Context: an optimization exercise on an open-source flow, tuned for small area. The choices shown serve that exercise and are no tape-out recipe. The RTL was checked by simulation tests, not by an equivalence proof against the original design. No activity file was given, so power comes from the tool's default toggle rates.

==> design.v <==
`default_nettype none
package stpm_pkg;
    localparam int Capacity = 64;
    localparam int IdxW     = $clog2(Capacity);
    localparam int CntW     = 7;
    typedef enum logic [2:0] {
        OP_INSERT     = 3'd0,
        OP_REMOVE     = 3'd1,
        OP_READ_ASC   = 3'd2,
        OP_READ_SIDE  = 3'd3,
        OP_READ_PRIME = 3'd4
    } op_t;
    typedef enum logic [1:0] {
        ST_OK        = 2'd0,
        ST_NOT_FOUND = 2'd1,
        ST_FULL      = 2'd2,
        ST_RANGE     = 2'd3
    } status_t;
    typedef enum logic [3:0] {
        S_IDLE,
        S_PRIME,
        S_SHIFT_UP,
        S_SEARCH,
        S_SHIFT_DN,
        S_PSCAN,
        S_READ,
        S_DONE
    } state_t;
    typedef struct packed {
        logic [2:0]  operation;
        logic [31:0] value;
        logic [5:0]  position;
    } in_word_t;
    typedef struct packed {
        logic [31:0] result_value;
        logic [6:0]  entry_count;
        logic [6:0]  prime_count;
        logic        value_is_prime;
        logic [1:0]  status;
    } out_word_t;
endpackage
`default_nettype wire
`default_nettype none
module sorted_table_with_prime_marks_unit (
    input  wire logic        clk,
    input  wire logic        rst_n,
    input  wire logic        in_valid,
    output wire logic        in_ready,
    input  wire logic [2:0]  in_operation,
    input  wire logic [31:0] in_value,
    input  wire logic [5:0]  in_position,
    output wire logic        out_valid,
    input  wire logic        out_ready,
    output wire logic [31:0] out_result_value,
    output wire logic [6:0]  out_entry_count,
    output wire logic [6:0]  out_prime_count,
    output wire logic        out_value_is_prime,
    output wire logic [1:0]  out_status
);
    stpm_pkg::in_word_t in_data;
    assign in_data = {in_operation, in_value, in_position};
    logic [32:0] mem [stpm_pkg::Capacity];
    stpm_pkg::state_t      state_reg, state_next;
    stpm_pkg::in_word_t    req_reg, req_next;
    logic [stpm_pkg::CntW-1:0] fill_reg, fill_next;
    logic [stpm_pkg::CntW-1:0] pcnt_reg, pcnt_next;
    logic [stpm_pkg::CntW-1:0] j_reg, j_next;
    logic [stpm_pkg::CntW-1:0] seen_reg, seen_next;
    logic        mark_reg, mark_next;
    logic [31:0] res_reg, res_next;
    logic        rprime_reg, rprime_next;
    stpm_pkg::status_t     st_reg, st_next;
    logic        ovalid_reg, ovalid_next;
    logic [31:0] d_reg, d_next;
    logic [31:0] q_reg, q_next;
    logic [31:0] rem_reg, rem_next;
    logic [5:0]  bit_reg, bit_next;
    logic        div_busy_reg, div_busy_next;
    logic [stpm_pkg::IdxW-1:0] raddr;
    logic [32:0]     rdata;
    logic            we;
    logic [stpm_pkg::IdxW-1:0] waddr;
    logic [32:0]     wdata;
    logic [32:0] trial;
    logic [63:0] dsq;
    always_ff @(posedge clk)
    begin
        if (we)
        begin
            mem[waddr] <= wdata;
        end
        rdata <= mem[raddr];
    end
    always_ff @(posedge clk or negedge rst_n)
    begin
        if (!rst_n)
        begin
            state_reg    <= stpm_pkg::S_IDLE;
            fill_reg     <= '0;
            pcnt_reg     <= '0;
            ovalid_reg   <= 1'b0;
            div_busy_reg <= 1'b0;
        end
        else
        begin
            state_reg    <= state_next;
            fill_reg     <= fill_next;
            pcnt_reg     <= pcnt_next;
            ovalid_reg   <= ovalid_next;
            div_busy_reg <= div_busy_next;
        end
    end
    always_ff @(posedge clk)
    begin
        req_reg    <= req_next;
        j_reg      <= j_next;
        seen_reg   <= seen_next;
        mark_reg   <= mark_next;
        res_reg    <= res_next;
        rprime_reg <= rprime_next;
        st_reg     <= st_next;
        d_reg      <= d_next;
        q_reg      <= q_next;
        rem_reg    <= rem_next;
        bit_reg    <= bit_next;
    end
    assign trial = {rem_reg, q_reg[31]} - {1'b0, d_reg};
    assign dsq   = 64'(d_reg) * 64'(d_reg);
    assign in_ready = (state_reg == stpm_pkg::S_IDLE);
    assign out_valid = ovalid_reg;
    assign out_result_value = res_reg;
    assign out_entry_count = fill_reg;
    assign out_prime_count = pcnt_reg;
    assign out_value_is_prime = rprime_reg;
    assign out_status = st_reg;
    always_comb
    begin
        state_next    = state_reg;
        req_next      = req_reg;
        fill_next     = fill_reg;
        pcnt_next     = pcnt_reg;
        j_next        = j_reg;
        seen_next     = seen_reg;
        mark_next     = mark_reg;
        res_next      = res_reg;
        rprime_next   = rprime_reg;
        st_next       = st_reg;
        ovalid_next   = ovalid_reg;
        d_next        = d_reg;
        q_next        = q_reg;
        rem_next      = rem_reg;
        bit_next      = bit_reg;
        div_busy_next = div_busy_reg;
        raddr         = j_reg[stpm_pkg::IdxW-1:0];
        we            = 1'b0;
        waddr         = j_reg[stpm_pkg::IdxW-1:0];
        wdata         = rdata;
        case (state_reg)
            stpm_pkg::S_IDLE:
            begin
                if (in_valid)
                begin
                    req_next    = in_data;
                    res_next    = '0;
                    rprime_next = 1'b0;
                    st_next     = stpm_pkg::ST_OK;
                    seen_next   = '0;
                    j_next      = '0;
                    raddr       = '0;
                    case (in_data.operation)
                        stpm_pkg::OP_INSERT:
                        begin
                            if (fill_reg >= stpm_pkg::CntW'(stpm_pkg::Capacity))
                            begin
                                st_next    = stpm_pkg::ST_FULL;
                                state_next = stpm_pkg::S_DONE;
                            end
                            else
                            begin
                                mark_next     = ~in_data.value[31]
                                                && (in_data.value > 32'd1);
                                d_next        = 32'd2;
                                div_busy_next = 1'b0;
                                state_next    = stpm_pkg::S_PRIME;
                            end
                        end
                        stpm_pkg::OP_REMOVE:
                        begin
                            st_next    = stpm_pkg::ST_NOT_FOUND;
                            state_next = stpm_pkg::S_SEARCH;
                        end
                        stpm_pkg::OP_READ_ASC, stpm_pkg::OP_READ_SIDE:
                        begin
                            if (stpm_pkg::CntW'(in_data.position) >= fill_reg)
                            begin
                                st_next    = stpm_pkg::ST_RANGE;
                                state_next = stpm_pkg::S_DONE;
                            end
                            else
                            begin
                                if (in_data.operation == stpm_pkg::OP_READ_SIDE
                                    && in_data.position[0])
                                begin
                                    j_next = fill_reg - 7'd1
                                             - stpm_pkg::CntW'(in_data.position[5:1]);
                                end
                                else if (in_data.operation == stpm_pkg::OP_READ_SIDE)
                                begin
                                    j_next = stpm_pkg::CntW'(in_data.position[5:1]);
                                end
                                else
                                begin
                                    j_next = stpm_pkg::CntW'(in_data.position);
                                end
                                raddr      = j_next[stpm_pkg::IdxW-1:0];
                                state_next = stpm_pkg::S_READ;
                            end
                        end
                        stpm_pkg::OP_READ_PRIME:
                        begin
                            st_next    = stpm_pkg::ST_RANGE;
                            state_next = stpm_pkg::S_PSCAN;
                        end
                        default:
                        begin
                            state_next = stpm_pkg::S_DONE;
                        end
                    endcase
                end
            end
            stpm_pkg::S_PRIME:
            begin
                if (!mark_reg)
                begin
                    j_next     = fill_reg;
                    raddr      = fill_reg[stpm_pkg::IdxW-1:0] - stpm_pkg::IdxW'(1);
                    state_next = stpm_pkg::S_SHIFT_UP;
                end
                else if (!div_busy_reg)
                begin
                    if (dsq > 64'(req_reg.value))
                    begin
                        j_next     = fill_reg;
                        raddr      = fill_reg[stpm_pkg::IdxW-1:0] - stpm_pkg::IdxW'(1);
                        state_next = stpm_pkg::S_SHIFT_UP;
                    end
                    else
                    begin
                        q_next        = req_reg.value;
                        rem_next      = '0;
                        bit_next      = '0;
                        div_busy_next = 1'b1;
                    end
                end
                else
                begin
                    q_next = {q_reg[30:0], 1'b0};
                    if (!trial[32])
                    begin
                        rem_next = trial[31:0];
                    end
                    else
                    begin
                        rem_next = {rem_reg[30:0], q_reg[31]};
                    end
                    bit_next = bit_reg + 6'd1;
                    if (bit_reg == 6'd31)
                    begin
                        div_busy_next = 1'b0;
                        if (rem_next == '0)
                        begin
                            mark_next = 1'b0;
                        end
                        d_next = d_reg + 32'd1;
                    end
                end
            end
            stpm_pkg::S_SHIFT_UP:
            begin
                if (j_reg != '0 && $signed(rdata[31:0]) > $signed(req_reg.value))
                begin
                    we     = 1'b1;
                    waddr  = j_reg[stpm_pkg::IdxW-1:0];
                    wdata  = rdata;
                    j_next = j_reg - 7'd1;
                    raddr  = j_reg[stpm_pkg::IdxW-1:0] - stpm_pkg::IdxW'(2);
                end
                else
                begin
                    we          = 1'b1;
                    waddr       = j_reg[stpm_pkg::IdxW-1:0];
                    wdata       = {mark_reg, req_reg.value};
                    fill_next   = fill_reg + 7'd1;
                    pcnt_next   = pcnt_reg + stpm_pkg::CntW'(mark_reg);
                    rprime_next = mark_reg;
                    state_next  = stpm_pkg::S_DONE;
                end
            end
            stpm_pkg::S_SEARCH:
            begin
                if (j_reg >= fill_reg)
                begin
                    state_next = stpm_pkg::S_DONE;
                end
                else
                begin
                    state_next = stpm_pkg::S_READ;
                end
            end
            stpm_pkg::S_SHIFT_DN:
            begin
                if (j_reg + 7'd1 < fill_reg)
                begin
                    we     = 1'b1;
                    waddr  = j_reg[stpm_pkg::IdxW-1:0];
                    wdata  = rdata;
                    j_next = j_reg + 7'd1;
                    raddr  = j_reg[stpm_pkg::IdxW-1:0] + stpm_pkg::IdxW'(2);
                end
                else
                begin
                    fill_next  = fill_reg - 7'd1;
                    state_next = stpm_pkg::S_DONE;
                end
            end
            stpm_pkg::S_PSCAN:
            begin
                if (j_reg >= fill_reg)
                begin
                    state_next = stpm_pkg::S_DONE;
                end
                else
                begin
                    state_next = stpm_pkg::S_READ;
                end
            end
            stpm_pkg::S_READ:
            begin
                case (req_reg.operation)
                    stpm_pkg::OP_REMOVE:
                    begin
                        if (rdata[31:0] == req_reg.value)
                        begin
                            st_next    = stpm_pkg::ST_OK;
                            pcnt_next  = pcnt_reg - stpm_pkg::CntW'(rdata[32]);
                            raddr      = j_reg[stpm_pkg::IdxW-1:0] + stpm_pkg::IdxW'(1);
                            state_next = stpm_pkg::S_SHIFT_DN;
                        end
                        else
                        begin
                            j_next     = j_reg + 7'd1;
                            raddr      = j_reg[stpm_pkg::IdxW-1:0] + stpm_pkg::IdxW'(1);
                            state_next = stpm_pkg::S_SEARCH;
                        end
                    end
                    stpm_pkg::OP_READ_PRIME:
                    begin
                        if (rdata[32] && seen_reg == stpm_pkg::CntW'(req_reg.position))
                        begin
                            res_next    = rdata[31:0];
                            rprime_next = 1'b1;
                            st_next     = stpm_pkg::ST_OK;
                            state_next  = stpm_pkg::S_DONE;
                        end
                        else
                        begin
                            seen_next  = seen_reg + stpm_pkg::CntW'(rdata[32]);
                            j_next     = j_reg + 7'd1;
                            raddr      = j_reg[stpm_pkg::IdxW-1:0] + stpm_pkg::IdxW'(1);
                            state_next = stpm_pkg::S_PSCAN;
                        end
                    end
                    default:
                    begin
                        res_next    = rdata[31:0];
                        rprime_next = rdata[32];
                        state_next  = stpm_pkg::S_DONE;
                    end
                endcase
            end
            stpm_pkg::S_DONE:
            begin
                if (!ovalid_reg)
                begin
                    ovalid_next = 1'b1;
                end
                else if (out_ready)
                begin
                    ovalid_next = 1'b0;
                    state_next  = stpm_pkg::S_IDLE;
                end
            end
            default:
            begin
                state_next = stpm_pkg::S_IDLE;
            end
        endcase
    end
endmodule
`default_nettype wire
==> run.sh <==
#!/bin/bash
# synth_recipe.tcl (not shown) runs the flow's synth.tcl, then flattens the netlist and writes it again
# the make line also repeats each setting of config.mk as NAME=value (left out here)
make -C /OpenROAD-flow-scripts/flow DESIGN_CONFIG=/design/flow/config.mk WORK_HOME=/design/flow/orfs CLKGATE_MAP_FILE= SYNTH_SCRIPT=/design/flow/synth_recipe.tcl finish
==> config.mk <==
export PLATFORM = sky130hd
export DESIGN_NAME = sorted_table_with_prime_marks_unit
export DESIGN_NICKNAME = sorted_table_with_prime_marks_unit
export VERILOG_FILES = /design/flow/design.v
export SDC_FILE = /design/flow/constraint.sdc
export NUM_CORES = 4
export LEC_CHECK = 0
export CAP_MARGIN = 20
export CORE_MARGIN = 2
export CORE_UTILIZATION = 40
export SLEW_MARGIN = 20
==> constraint.sdc <==
create_clock -name core_clock -period 14.0 [get_ports {clk}]
set_input_delay 2.8000 -clock core_clock [delete_from_list [all_inputs] [get_ports {clk}]]
set_output_delay 2.8000 -clock core_clock [all_outputs]
set_load 0.01 [all_outputs]
==> run summary <==
[logic make-up (layout without fill, tap and decap cells)]
family	count (synthesis)	count (layout)
xor+xnor	162	162
compound gates	979	979
buf+inv	1505	2018
simple gates	1497	1497
flops	2357	2357
other cells	0	4
fa+ha+maj	1223	1223
mux	645	645
[path summary, 6_finish.rpt]
| kind | startpoint | endpoint | slack (ps) | cells past startpoint |
|---|---|---|---|---|
| setup / recovery | d_reg[3] | rdata[10] | 430 | 45 |
| max in group asynchronous | rst_n | state_reg[2] | 11650 | 1 |
| hold reg to reg | pcnt_reg[6] | pcnt_reg[6] | 480 | 1 |
| hold / removal | pcnt_reg[6] | pcnt_reg[6] | 480 | 1 |
| min in group asynchronous | rst_n | pcnt_reg[6] | 1930 | 1 |
| setup reg to reg | d_reg[3] | rdata[10] | 430 | 45 |
[repair_timing]
action                                  in CTS  in global routing
resized for setup                            0                 46
pin swaps                                    1                  3
endpoints found under the setup margin      26                 33
cloned                                       0                  4
hold endpoints to repair                     0                  0
setup buffers                                2                 22
[cells in the final DEF (no fill, tap or decap), types with 48 or more instances in the layout]
cell type        Yosys  routed
buf_4               48     328
xor2_1              51      51
mux4_2             525     525
mux2i_1             78      75
a21oi_1            287     275
nand4_1             54      54
and3_1              48      48
nand3_1             52      52
a22oi_1             68      66
xnor2_1            111     110
ha_1               412     412
fa_1               811     811
nor2_4               0      67
o211ai_1           113     113
clkbuf_16            0     241
nor3_1              50      49
nor2_1             576     503
clkdlybuf4s50_1      0      94
edfxtp_1          2305    2305
inv_1             1103    1097
o21ai_0            205     172
a21o_1              67      67
nand2_1            567     565
[area by class of cell]
type                       instances  area (sq um)  share of cell area (%)
sequential                      2357         70400                    49.7
multi-input combinational       4506         49700                    35.1
clock buffer                     280          6150                    4.34
tap                             4140          5180                    3.66
timing repair buffer             476          4490                    3.17
inverter                        1110          4180                    2.95
clock inverter                   152          1590                    1.12
antenna                            4          10.0                 0.00707
[stage by stage]
step / util, % / hold WS, ps / power [mW] / cell area [sq um]
3_5_place_dp: 42.8 / 471 / 31.0 / 133000
5_1_grt: 45.5 / 500 / 39.6 / 142000
2_1_floorplan: - / 496 / 23.7 / 125000
4_1_cts: 45.3 / 488 / 37.4 / 141000
3_3_place_gp: 42.8 / 481 / 30.8 / 133000
6_report: 45.5 / 483 / 37.6 / 142000
[routing by layer]
metal	part of all wire [%]	global-route usage, %	vias up
met5	0.0066	0	-
met4	4.2	8.37	4
met3	7.0	3.42	651
met2	49	38.7	2882
met1	39	29.9	38383
li1	-	-	30841
[worst register-to-register path: cells and delay by family, from the launching register on]
family,cells,cell delay (ps)
adder cells (fa/ha/maj),10,4760
AND/OR/NAND/NOR,11,2990
AO/OA/AOI/OAI,11,2530
buffers and inverters,10,1620
multiplexers,2,920
flip-flops,1,420
XOR/XNOR,1,190
[power groups by stage]
stage	Combinational [mW]	Clock (mW)	Sequential, mW
detailed placement	21.2	0	9.75
floorplan	13.9	0	9.77
finish	21.6	6.38	9.60
global route	23.2	6.75	9.62
global placement	21.1	0	9.74
CTS	21.3	6.48	9.60
[cells in the mapped netlist (52+ instances only)]
| cell type | number |
|---|---|
| inv_1 | 1103 |
| a21o_1 | 67 |
| nand3_1 | 52 |
| o211ai_1 | 113 |
| nand4_1 | 54 |
| a22oi_1 | 68 |
| fa_1 | 811 |
| ha_1 | 412 |
| mux2i_1 | 78 |
| buf_2 | 78 |
| clkbuf_1 | 207 |
| edfxtp_1 | 2305 |
| a21oi_1 | 287 |
| nor2_1 | 576 |
| o21ai_0 | 205 |
| nand2_1 | 567 |
| mux4_2 | 525 |
| xnor2_1 | 111 |
==> impl_metrics.csv <==
group,metric,value,unit
sta,tns,0,ps
synth,ys_warn_count,1,
pwr,clkPwrFrac,17.0,%
clock_network,clk_latency,900,ps
sta,worst_slew_pin_slew,1120,ps
critical_path,path_delay_family,"adder cells",
routing,drt-wirelength-per-cell,27.7,um
sta,finalSetupViolCount,0,
routing,drtAntennaViolNets,0,
pwr,seqPwrFrac,25.5,%
cells_and_area,largest_register_ffs,2112,
grt,gr-total-overflow,0,
clock_network,cts.clk_slew.worst_paths,70,ps
synth,synthDistinctLibCells,93,
worst_hold_path,hold_class,"reg2reg",
placement,dp.cells,12560,
synth,synth_compound_area_share,4.94,%
critical_path,cp_common_cell,"fa_1",
floorplan,floorplan.initialDensity,40.2,%
synth,syn_nets,9636,
routing,drtIter0Drc,7300,
synth,synth_fa_ha_area_share,17.1,%
sta,report.final.slew_viol_count,0,
pwr,power.switching,16.0,mW
critical_path,critPathCaptureType,"flip-flop",
pwr,p_int,21.6,mW
clock_network,cts_tree,"built",
clock_network,clock_path_buffers,4,
critical_path,crit_buf_inv,10,
synth,yosysSeqAreaShare,56.3,%
cells_and_area,nets,9955,
sta,setup_slack,426,ps
cells_and_area,drive_gt1_share,16.7,%
synth,avgSynthCellArea,14.9,sq um
floorplan,chipHeight,563,um
synth,async_flop_share,0.806,%
routing,via_count,72761,
synth,synth_area_leader_cell,"edfxtp_1",
placement,preCtsSetupSlack,-193,ps
pwr,p_comb_share,57.5,%
clock_network,cts_root_buf,"clkbuf_16",
synth,synth_top_cell_area_share,55.4,%
sta,period_share,97.0,%
synth,synthFlopType,"edfxtp_1",
floorplan,die_x,563,um
synth,synthTopCellsByArea,"edfxtp_1, fa_1, mux4_2",
synth,synthMuxAreaShare,10.5,%
synth,synth_edf_count,2305,
floorplan,io_pins,96,
routing,first_pass_iters,6,
pwr,p_per_area,266,mW/mm^2
sta,grt_setup_unrepaired,"yes",
flow_run,max-cap-violations,0,
cells_and_area,instances_no_fill,13025,
sta,hold_viol,0,
routing,drc,0,
synth,synthCells,8368,
grt,grt_pass1_vias,76968,
sta,finClkSkew,73.8,ps
cells_and_area,fill_cells,27230,
floorplan,die_area,0.317,sq mm
placement,gp_congestion,0.930,
clock_network,cts.sinks,2357,
critical_path,worstPathRequired,14720,ps
placement,io_buffers,95,
floorplan,core_area,0.311,sq mm
placement,hpwlAfterDp,245,mm
critical_path,max_stage_delay,560,ps
critical_path,cp.arrival,14290,ps
synth,synth_top_family_by_area,"adder cells",
floorplan,core.rowCount,205,
sta,timing.fmax,0.0737,GHz
sta,max_slew_margin,25.4,%
grt,grt_pass1_wl,531,mm
synth,synth-simple-area-share,5.18,%
clock_network,cts_buffers,236,
synth,synthXorXnorAreaFrac,1.13,%
grt,gr-usage-all-layers,22.9,%
clock_network,hold_buffers,0,
status,status,"no timing/DRC/antenna violations",
sta,period_minus_slack,13570,ps
grt,antenna_found_initial,10,
clock_network,h-tree-depth,4,
synth,synth_area,0.125,sq mm
critical_path,crit_path_start_kind,"flip-flop",
critical_path,slowest_stage,"fa_1",
synth,synth_seq_cells,2357,
routing,drt-total-wl,361,mm
pwr,p_sw_share,42.6,%
critical_path,crit_type,"reg2reg",
pwr,leakagePower,52.7,nW
grt,grt_max_degree,73,
cells_and_area,areaGrowthSynthToFinish,13.3,%
critical_path,path_max_fanout,18,
pwr,ir_worst_vdd,241,uV
routing,via_per_inst,5.59,

[what the ideal ports hide]
The flow's constraints put no driver on any port. The routed layout listed below was extracted and timed again, unchanged, in two steps. Step 1 sets driving cells, clkbuf_16 on the clock port and buf_2 on the other inputs (assumed; they add their load-dependent delay and slew). Step 2 times the ports against the registers' clock, not the clock port: input delays grow and output delays shrink by t, the midpoint of the rising clock arrivals with the driver on. Three values: ideal, step 1, step 2; two values: the first two.
t, ns: 0.956
setup slack, ns: 0.426 / 0.426 / 0.426
latest minus earliest clock arrival (ns): 0.083 / 0.082
slew at the worst register clock pin (ns): 0.07 / 0.07
After both steps setup and hold are still met in this run. The setup slack of this run moves by 0.000 ns with the drivers and by 0.000 ns with both steps.
